What follows belongs to an exercise in optimizing a design on an open flow for small area, a short achievable clock period and few clock cycles per item; a production flow would make more cautious choices.
Function was checked by simulation only, so behaviour that the tests miss may differ from the original.

==> run a: inputs <==
==> flow/design.v (excerpt) <==
module lut_interp_ctrl #(
    parameter int DATA_WIDTH = lut_interp_pkg::DEF_DATA_WIDTH,
    parameter int NUM_POINTS = lut_interp_pkg::DEF_NUM_POINTS,
    localparam int ADDR_W    = $clog2(NUM_POINTS)
) (
    input  logic                  clk,
    input  logic                  rst_n,
    input  logic                  cfg_we,
    input  logic [ADDR_W-1:0]     cfg_addr,
    input  logic [DATA_WIDTH-1:0] cfg_x,
    input  logic [DATA_WIDTH-1:0] cfg_y,
    output logic                  cfg_busy,
    input  logic                  in_valid,
    output logic                  in_ready,
    input  logic [DATA_WIDTH-1:0] in_x,
    output logic                  out_valid,
    input  logic                  out_ready,
    output logic [DATA_WIDTH-1:0] out_y,
    output logic                  out_clamped
);
==> flow/config.mk <==
export PLATFORM = sky130hd
export DESIGN_NAME = lut_interp_ctrl
export DESIGN_NICKNAME = lut_interp_ctrl
export VERILOG_FILES = /design/flow/design.v
export SDC_FILE = /design/flow/constraint.sdc
export NUM_CORES = 4
export LEC_CHECK = 0
export ABC_AREA = 1
export CAP_MARGIN = 20
export CORE_MARGIN = 2
export CORE_UTILIZATION = 40
export SLEW_MARGIN = 20
==> flow/constraint.sdc <==
create_clock -name core_clock -period 110.0 [get_ports {clk}]
set_input_delay 22.0000 -clock core_clock [delete_from_list [all_inputs] [get_ports {clk}]]
set_output_delay 22.0000 -clock core_clock [all_outputs]
set_load 0.01 [all_outputs]
standard.sh (not shown) runs the stock make flow with config.mk's settings and CLKGATE_MAP_FILE= SYNTH_SCRIPT=/design/flow/synth_recipe.tcl, a recipe that flattens the netlist after the stock synthesis.
==> flow/flow/run.sh <==
#!/bin/bash
# Layout flow: the standard ORFS flow, unchanged except that the port
# buffers ORFS inserts at placement are sky130_fd_sc_hd__buf_2 cells
# instead of the ones buffer_ports picks by default (clkdlybuf4s50_1, a
# delay cell). Every input and output port still gets its own buffer.
set -euo pipefail
export BUFFER_PORTS_ARGS="-buffer_cell sky130_fd_sc_hd__buf_2"
bash standard.sh > standard_flow.log 2>&1
==> run b (differences from run a) <==
--- a/flow/design.v
+++ b/flow/design.v
@@ -87,20 +87,20 @@
         py_q <= cfg_y;
         for (int i = 0; i < N; i++) begin
             if (pw_q && pa_q == 3'(i)) begin
                 tx_q[i] <= px_q;
                 ty_q[i] <= py_q;
             end
         end
     end
-    logic v0_q, v1_q, v2_q, ov_q, sv_q, adv_q, nrdy_q, busy_q;
+    logic v0_q, v1_q, v2_q, ov_q, sv_q, adv_q, in_ready_q, busy_q;
     logic v0_d, v1_d, v2_d, ov_d, sv_d, adv_d, busy_d;
     logic acc, ld0, arrive, hold, out_en, skid_en;
-    assign acc     = in_valid & ~nrdy_q;
+    assign acc     = in_valid & in_ready_q;
     assign ld0     = adv_q | ~v0_q;          
     assign arrive  = adv_q & v2_q;           
     assign hold    = ov_q & ~out_ready;      
     assign out_en  = ~hold;
     assign skid_en = ~sv_q;
     always_comb begin
         v0_d = acc ? 1'b1 : (adv_q ? 1'b0 : v0_q);
         v1_d = adv_q ? v0_q : v1_q;
@@ -113,30 +113,30 @@
     always_ff @(posedge clk or negedge rst_n) begin
         if (!rst_n) begin
             v0_q       <= 1'b0;
             v1_q       <= 1'b0;
             v2_q       <= 1'b0;
             ov_q       <= 1'b0;
             sv_q       <= 1'b0;
             adv_q      <= 1'b1;
-            nrdy_q     <= 1'b0;
+            in_ready_q <= 1'b1;
             busy_q     <= 1'b0;
         end else begin
             v0_q       <= v0_d;
             v1_q       <= v1_d;
             v2_q       <= v2_d;
             ov_q       <= ov_d;
             sv_q       <= sv_d;
             adv_q      <= adv_d;
-            nrdy_q     <= ~adv_d & v0_d;
+            in_ready_q <= adv_d | ~v0_d;
             busy_q     <= busy_d;
         end
     end
-    assign in_ready  = ~nrdy_q;
+    assign in_ready  = in_ready_q;
     assign cfg_busy  = busy_q;
     assign out_valid = ov_q;
     logic [W-1:0] xin_q;
     always_ff @(posedge clk) if (ld0) xin_q <= in_x;
     logic         lt0, gtx7, gt7, clamped, sel_lo, sel_hi, sel_in;
     logic [W-1:0] xc;
     logic [N-2:0] c, sel, sx0, sx1;
     logic         found;
==> flow/run.sh (new file) <==
#!/bin/bash
# synth_recipe.tcl (not shown) runs the flow's synth.tcl, then flattens the netlist and writes it again
# the make line also repeats each setting of config.mk as NAME=value (left out here)
make -C /OpenROAD-flow-scripts/flow DESIGN_CONFIG=/design/flow/config.mk WORK_HOME=/design/flow/orfs CLKGATE_MAP_FILE= SYNTH_SCRIPT=/design/flow/synth_recipe.tcl finish
CTS_CLUSTER_DIAMETER = 80   (was not set)
CTS_CLUSTER_SIZE = 28   (was not set)
removed: flow/flow/run.sh
removed: flow/standard.sh
==> run c (differences from run a) <==
--- a/flow/design.v
+++ b/flow/design.v
@@ -64,16 +64,18 @@
     output logic [DATA_WIDTH-1:0] out_y,
     output logic                  out_clamped
 );
     localparam int W     = 16;
     localparam int N     = 8;
     logic [W-1:0] tx_q [N];
     logic [W-1:0] ty_q [N];
     logic [N-1:0] tv_q;
+    logic [W-1:0] X [N];
+    logic [W-1:0] Y [N];
     logic         pw_q;
     logic [2:0]   pa_q;
     logic [W-1:0] px_q, py_q;
     always_ff @(posedge clk or negedge rst_n) begin
         if (!rst_n) begin
             pw_q <= 1'b0;
             tv_q <= '0;
         end else begin
@@ -87,20 +89,26 @@
         py_q <= cfg_y;
         for (int i = 0; i < N; i++) begin
             if (pw_q && pa_q == 3'(i)) begin
                 tx_q[i] <= px_q;
                 ty_q[i] <= py_q;
             end
         end
     end
-    logic v0_q, v1_q, v2_q, ov_q, sv_q, adv_q, nrdy_q, busy_q;
+    always_comb begin
+        for (int i = 0; i < N; i++) begin
+            X[i] = tx_q[i] & {W{tv_q[i]}};
+            Y[i] = ty_q[i] & {W{tv_q[i]}};
+        end
+    end
+    logic v0_q, v1_q, v2_q, ov_q, sv_q, adv_q, in_ready_q, busy_q;
     logic v0_d, v1_d, v2_d, ov_d, sv_d, adv_d, busy_d;
     logic acc, ld0, arrive, hold, out_en, skid_en;
-    assign acc     = in_valid & ~nrdy_q;
+    assign acc     = in_valid & in_ready_q;
     assign ld0     = adv_q | ~v0_q;          
     assign arrive  = adv_q & v2_q;           
     assign hold    = ov_q & ~out_ready;      
     assign out_en  = ~hold;
     assign skid_en = ~sv_q;
     always_comb begin
         v0_d = acc ? 1'b1 : (adv_q ? 1'b0 : v0_q);
         v1_d = adv_q ? v0_q : v1_q;
@@ -113,107 +121,71 @@
     always_ff @(posedge clk or negedge rst_n) begin
         if (!rst_n) begin
             v0_q       <= 1'b0;
             v1_q       <= 1'b0;
             v2_q       <= 1'b0;
             ov_q       <= 1'b0;
             sv_q       <= 1'b0;
             adv_q      <= 1'b1;
-            nrdy_q     <= 1'b0;
+            in_ready_q <= 1'b1;
             busy_q     <= 1'b0;
         end else begin
             v0_q       <= v0_d;
             v1_q       <= v1_d;
             v2_q       <= v2_d;
             ov_q       <= ov_d;
             sv_q       <= sv_d;
             adv_q      <= adv_d;
-            nrdy_q     <= ~adv_d & v0_d;
+            in_ready_q <= adv_d | ~v0_d;
             busy_q     <= busy_d;
         end
     end
-    assign in_ready  = ~nrdy_q;
+    assign in_ready  = in_ready_q;
     assign cfg_busy  = busy_q;
     assign out_valid = ov_q;
     logic [W-1:0] xin_q;
     always_ff @(posedge clk) if (ld0) xin_q <= in_x;
-    logic         lt0, gtx7, gt7, clamped, sel_lo, sel_hi, sel_in;
+    logic         lt0, gt7, clamped;
     logic [W-1:0] xc;
-    logic [N-2:0] c, sel, sx0, sx1;
-    logic         found;
+    logic [N-2:0] c, sel;
     logic [W-1:0] x0, x1, y0, y1;
-    logic         bdx, bdy, bsp, bdn, interior, rising, gtx0, span_nz;
-    logic [W-1:0] dx, dy, dyp, dyn, span, ybase;
+    logic         interior, rising;
+    logic [W-1:0] dx, dy, span, ybase;
     logic [3:0]   lz;
     logic [W-1:0] dxn, dn;
     logic [2*W-1:0] prod;
-    function automatic logic lt16(input logic [W-1:0] a, input logic [W-1:0] b);
-        logic [W-1:0] g, p;
-        g = ~a & b;
-        p = ~a | b;
-        for (int s = 1; s < W; s = s * 2)
-            for (int i = 0; i < W; i += 2 * s) begin
-                g[i] = g[i+s] | (p[i+s] & g[i]);
-                p[i] = p[i+s] & p[i];
-            end
-        lt16 = g[0];
-    endfunction
-    function automatic logic [W:0] sub16(input logic [W-1:0] a, input logic [W-1:0] b);
-        logic         cy;
-        logic [W-1:0] d;
-        cy = 1'b1;
-        for (int i = 0; i < W; i++) begin
-            d[i] = a[i] ^ ~b[i] ^ cy;
-            cy   = (a[i] & ~b[i]) | (a[i] & cy) | (~b[i] & cy);
-        end
-        sub16 = {~cy, d};
-    endfunction
-    always_comb begin
-        lt0     = tv_q[0] & lt16(xin_q, tx_q[0]);
-        gtx7    = tv_q[N-1] ? lt16(tx_q[N-1], xin_q) : (xin_q != '0);
-        gt7     = ~lt0 & gtx7;
+    always_comb begin
+        lt0     = xin_q < X[0];
+        gt7     = ~lt0 & (xin_q > X[N-1]);
         clamped = lt0 | gt7;
-        sel_lo  = lt0;
-        sel_hi  = gt7 & tv_q[N-1];
-        sel_in  = ~clamped;
-        xc      = (tx_q[0] & {W{sel_lo}}) | (tx_q[N-1] & {W{sel_hi}}) |
-                  (xin_q & {W{sel_in}});
-        for (int i = 0; i < N-1; i++) c[i] = tv_q[i+1] & lt16(xc, tx_q[i+1]);
-        found = |c;
+        xc      = lt0 ? X[0] : (gt7 ? X[N-1] : xin_q);
+        for (int i = 0; i < N-1; i++) c[i] = xc < X[i+1];
         for (int i = 0; i < N-1; i++) begin
             sel[i] = c[i];
             for (int j = 0; j < i; j++) if (c[j]) sel[i] = 1'b0;
         end
-        sel[N-2] = sel[N-2] | ~found;
-        for (int i = 0; i < N-1; i++) begin
-            sx0[i] = sel[i] & tv_q[i];
-            sx1[i] = sel[i] & tv_q[i+1];
-        end
+        if (c == '0) sel[N-2] = 1'b1;
         x0 = '0; x1 = '0; y0 = '0; y1 = '0;
         for (int i = 0; i < N-1; i++) begin
-            x0 = x0 | (tx_q[i]   & {W{sx0[i]}});
-            x1 = x1 | (tx_q[i+1] & {W{sx1[i]}});
-            y0 = y0 | (ty_q[i]   & {W{sx0[i]}});
-            y1 = y1 | (ty_q[i+1] & {W{sx1[i]}});
-        end
-        {bdx, dx} = sub16(xc, x0);
-        gtx0      = ~bdx & (dx != '0);
-        {bsp, span} = sub16(x1, x0);
-        span_nz   = (span != '0);
-        interior  = found & gtx0;
-        ybase     = (~found & gtx0 & span_nz) ? y1 : y0;
-        {bdy, dyp} = sub16(y1, y0);
-        {bdn, dyn} = sub16(y0, y1);
-        rising    = ~bdy;
-        dy        = rising ? dyp : dyn;
+            x0 = x0 | (X[i]   & {W{sel[i]}});
+            x1 = x1 | (X[i+1] & {W{sel[i]}});
+            y0 = y0 | (Y[i]   & {W{sel[i]}});
+            y1 = y1 | (Y[i+1] & {W{sel[i]}});
+        end
+        interior = (x0 < xc) && (xc < x1);
+        rising   = (y1 >= y0);
+        dy       = rising ? (y1 - y0) : (y0 - y1);
+        dx       = (xc - x0) & {W{interior}};
+        span     = x1 - x0;
+        ybase    = (interior || (xc <= x0) || (x1 == x0)) ? y0 : y1;
         lz = 4'd15;
         for (int i = 0; i < W; i++) if (span[i]) lz = 4'(W-1-i);
-        dn   = (span << lz) | {~interior, {(W-1){1'b0}}};
-        dxn  = (dx & {W{interior}}) << lz;
+        dn  = (span << lz) | {interior ? 1'b0 : 1'b1, {(W-1){1'b0}}};
+        dxn = dx << lz;
         prod = {{W{1'b0}}, dy} * {{W{1'b0}}, dxn};
     end
     logic [2*W-1:0] p1_q;
     logic [W-1:0]   d1_q, ybase1_q;
     logic           rising1_q, clamped1_q;
     always_ff @(posedge clk) begin
         if (adv_q) begin
             p1_q       <= prod;
==> flow/run.sh (new file) <==
#!/bin/bash
# synth_recipe.tcl (not shown) runs the flow's synth.tcl, then flattens the netlist and writes it again
# the make line also repeats each setting of config.mk as NAME=value (left out here)
make -C /OpenROAD-flow-scripts/flow DESIGN_CONFIG=/design/flow/config.mk WORK_HOME=/design/flow/orfs CLKGATE_MAP_FILE= SYNTH_SCRIPT=/design/flow/synth_recipe.tcl finish
removed: flow/flow/run.sh
removed: flow/standard.sh
==> run d (differences from run a) <==
--- a/flow/design.v
+++ b/flow/design.v
@@ -88,32 +88,53 @@
         for (int i = 0; i < N; i++) begin
             if (pw_q && pa_q == 3'(i)) begin
                 tx_q[i] <= px_q;
                 ty_q[i] <= py_q;
             end
         end
     end
     logic v0_q, v1_q, v2_q, ov_q, sv_q, adv_q, nrdy_q, busy_q;
-    logic v0_d, v1_d, v2_d, ov_d, sv_d, adv_d, busy_d;
+    logic v0_d, v1_d, v2_d, ov_d, sv_d, adv_d, nrdy_d, busy_d;
     logic acc, ld0, arrive, hold, out_en, skid_en;
     assign acc     = in_valid & ~nrdy_q;
     assign ld0     = adv_q | ~v0_q;          
     assign arrive  = adv_q & v2_q;           
     assign hold    = ov_q & ~out_ready;      
     assign out_en  = ~hold;
     assign skid_en = ~sv_q;
+    logic [3:0] c_ov, c_sv, c_adv, c_nrdy, c_busy, c_v0;
     always_comb begin
-        v0_d = acc ? 1'b1 : (adv_q ? 1'b0 : v0_q);
-        v1_d = adv_q ? v0_q : v1_q;
-        v2_d = adv_q ? v1_q : v2_q;
-        ov_d = hold | sv_q | arrive;
-        sv_d = hold ? (sv_q | arrive) : (sv_q & arrive);
-        adv_d  = ~sv_d | ~v2_d;
-        busy_d = v0_d | v1_d | v2_d | ov_d | sv_d;
+        for (int k = 0; k < 4; k++) begin
+            logic r, iv, h, a, v0n, v1n, v2n, ovn, svn, advn;
+            r    = k[1];
+            iv   = k[0];
+            h    = ov_q & ~r;
+            a    = iv & ~nrdy_q;
+            v0n  = a ? 1'b1 : (adv_q ? 1'b0 : v0_q);
+            v1n  = adv_q ? v0_q : v1_q;
+            v2n  = adv_q ? v1_q : v2_q;
+            ovn  = h | sv_q | arrive;
+            svn  = h ? (sv_q | arrive) : (sv_q & arrive);
+            advn = ~svn | ~v2n;
+            c_v0[k]   = v0n;
+            c_ov[k]   = ovn;
+            c_sv[k]   = svn;
+            c_adv[k]  = advn;
+            c_nrdy[k] = ~advn & v0n;
+            c_busy[k] = v0n | v1n | v2n | ovn | svn;
+        end
+        v0_d   = c_v0[{out_ready, in_valid}];
+        ov_d   = c_ov[{out_ready, in_valid}];
+        sv_d   = c_sv[{out_ready, in_valid}];
+        adv_d  = c_adv[{out_ready, in_valid}];
+        nrdy_d = c_nrdy[{out_ready, in_valid}];
+        busy_d = c_busy[{out_ready, in_valid}];
+        v1_d   = adv_q ? v0_q : v1_q;
+        v2_d   = adv_q ? v1_q : v2_q;
     end
     always_ff @(posedge clk or negedge rst_n) begin
         if (!rst_n) begin
             v0_q       <= 1'b0;
             v1_q       <= 1'b0;
             v2_q       <= 1'b0;
             ov_q       <= 1'b0;
             sv_q       <= 1'b0;
@@ -122,17 +143,17 @@
             busy_q     <= 1'b0;
         end else begin
             v0_q       <= v0_d;
             v1_q       <= v1_d;
             v2_q       <= v2_d;
             ov_q       <= ov_d;
             sv_q       <= sv_d;
             adv_q      <= adv_d;
-            nrdy_q     <= ~adv_d & v0_d;
+            nrdy_q     <= nrdy_d;
             busy_q     <= busy_d;
         end
     end
     assign in_ready  = ~nrdy_q;
     assign cfg_busy  = busy_q;
     assign out_valid = ov_q;
     logic [W-1:0] xin_q;
     always_ff @(posedge clk) if (ld0) xin_q <= in_x;
@@ -227,43 +248,44 @@
     localparam int KB = 10;
     typedef struct packed {
         logic [RB-1:0]  rs;
         logic [RB-1:0]  rc;
         logic [W-1:0]   pl;      
         logic [W-1:0]   qp;
         logic [W-1:0]   qn;
     } srt_t;
-    function automatic srt_t srt_step(input srt_t st, input logic [W-1:0] d);
+    function automatic srt_t srt_step(input srt_t st, input logic [W-1:0] d,
+                                      input logic [W-1:0] dinv);
         logic [RB-1:0] s2, c2, m;
         logic [3:0]    est;
         logic          pos, neg;
         srt_t          o;
         s2  = {st.rs[RB-2:0], st.pl[W-1]};
         c2  = {st.rc[RB-2:0], 1'b0};
         est = s2[RB-1:RB-4] + c2[RB-1:RB-4];
         pos = ~est[3];
         neg = est[3] & (est != 4'b1111);
-        m   = pos ? ~{{(RB-W){1'b0}}, d} : (neg ? {{(RB-W){1'b0}}, d} : '0);
+        m   = ({{(RB-W){1'b1}}, dinv} & {RB{pos}}) | ({{(RB-W){1'b0}}, d} & {RB{neg}});
         o.rs = s2 ^ c2 ^ m;
         o.rc = {((s2[RB-2:0] & c2[RB-2:0]) | (s2[RB-2:0] & m[RB-2:0]) |
                  (c2[RB-2:0] & m[RB-2:0])), pos};
         o.pl = {st.pl[W-2:0], 1'b0};
         o.qp = {st.qp[W-2:0], pos};
         o.qn = {st.qn[W-2:0], neg};
         srt_step = o;
     endfunction
     srt_t stB, stC;
     always_comb begin
         stB.rs = {{(RB-W){1'b0}}, p1_q[2*W-1:W]};
         stB.rc = '0;
         stB.pl = p1_q[W-1:0];
         stB.qp = '0;
         stB.qn = '0;
-        for (int k = 0; k < KB; k++) stB = srt_step(stB, d1_q);
+        for (int k = 0; k < KB; k++) stB = srt_step(stB, d1_q, ~d1_q);
     end
     srt_t           st2_q;
     logic [W-1:0]   d2_q, ybase2_q;
     logic           rising2_q, clamped2_q;
     always_ff @(posedge clk) begin
         if (adv_q) begin
             st2_q      <= stB;
             d2_q       <= d1_q;
@@ -274,17 +296,17 @@
     end
     logic [RB-1:0] rfin;
     logic          rneg, ycin;
     logic [W-1:0]  ya, yb, ys, yc;
     logic [W-1:0]  yres;
     logic          clamped_o;
     always_comb begin
         stC = st2_q;
-        for (int k = KB; k < W; k++) stC = srt_step(stC, d2_q);
+        for (int k = KB; k < W; k++) stC = srt_step(stC, d2_q, ~d2_q);
         rfin = stC.rs + stC.rc;
         rneg = rfin[RB-1];
         ya = rising2_q ? stC.qp : ~stC.qp;
         yb = rising2_q ? ~stC.qn : stC.qn;
         ys = ybase2_q ^ ya ^ yb;
         yc = {((ybase2_q[W-2:0] & ya[W-2:0]) | (ybase2_q[W-2:0] & yb[W-2:0]) |
                (ya[W-2:0] & yb[W-2:0])), ~rising2_q};
         ycin = rising2_q ^ rneg;
CTS_CLUSTER_DIAMETER = 80   (was not set)
CTS_CLUSTER_SIZE = 24   (was not set)
==> notes <==
- The lowest core utilization belongs to run d, the highest to run c.
- Area after synthesis is about the same in run d and run a.
- Sequential share of layout area, lowest first: run c, run a, run b, run d.
Testbench counts of run a, summed over its fixed seeds: cycles 3,264, items 3,200.
Testbench counts of run b, summed over its fixed seeds: cycles 3,264, items 3,200.
Testbench counts of run c, summed over its fixed seeds: cycles 3,264, items 3,200.
Testbench counts of run d, summed over its fixed seeds: cycles 3,264, items 3,200.

re-timing with driven ports:
The flow's constraints put no driver on any port. The routed layouts listed below were extracted and timed again, unchanged, in two steps. Step 1 sets driving cells, clkbuf_16 on the clock port and buf_2 on the other inputs (assumed; they add their load-dependent delay and slew). Step 2 also shifts input and output timing later by t, the mid clock arrival at the registers, as if the neighbouring blocks saw the same clock. Three values: ideal, step 1, step 2; two values: the first two.
run	shift t [ns]	slack for setup (ns)	worst setup path after step 2	pins driven straight from the clock port
run a	0.731	86.830 / 86.754 / 86.887	input to register	1
run b	0.748	86.233 / 86.162 / 86.514	input to register	1
run c	0.716	86.306 / 86.230 / 86.271	input to register	1
run d	0.668	86.826 / 86.756 / 86.593	input to register	1
After both steps setup and hold are still met in every run listed. For run d, which loses most, drivers alone change the setup slack by -0.070 ns; drivers and shift together by -0.233 ns.
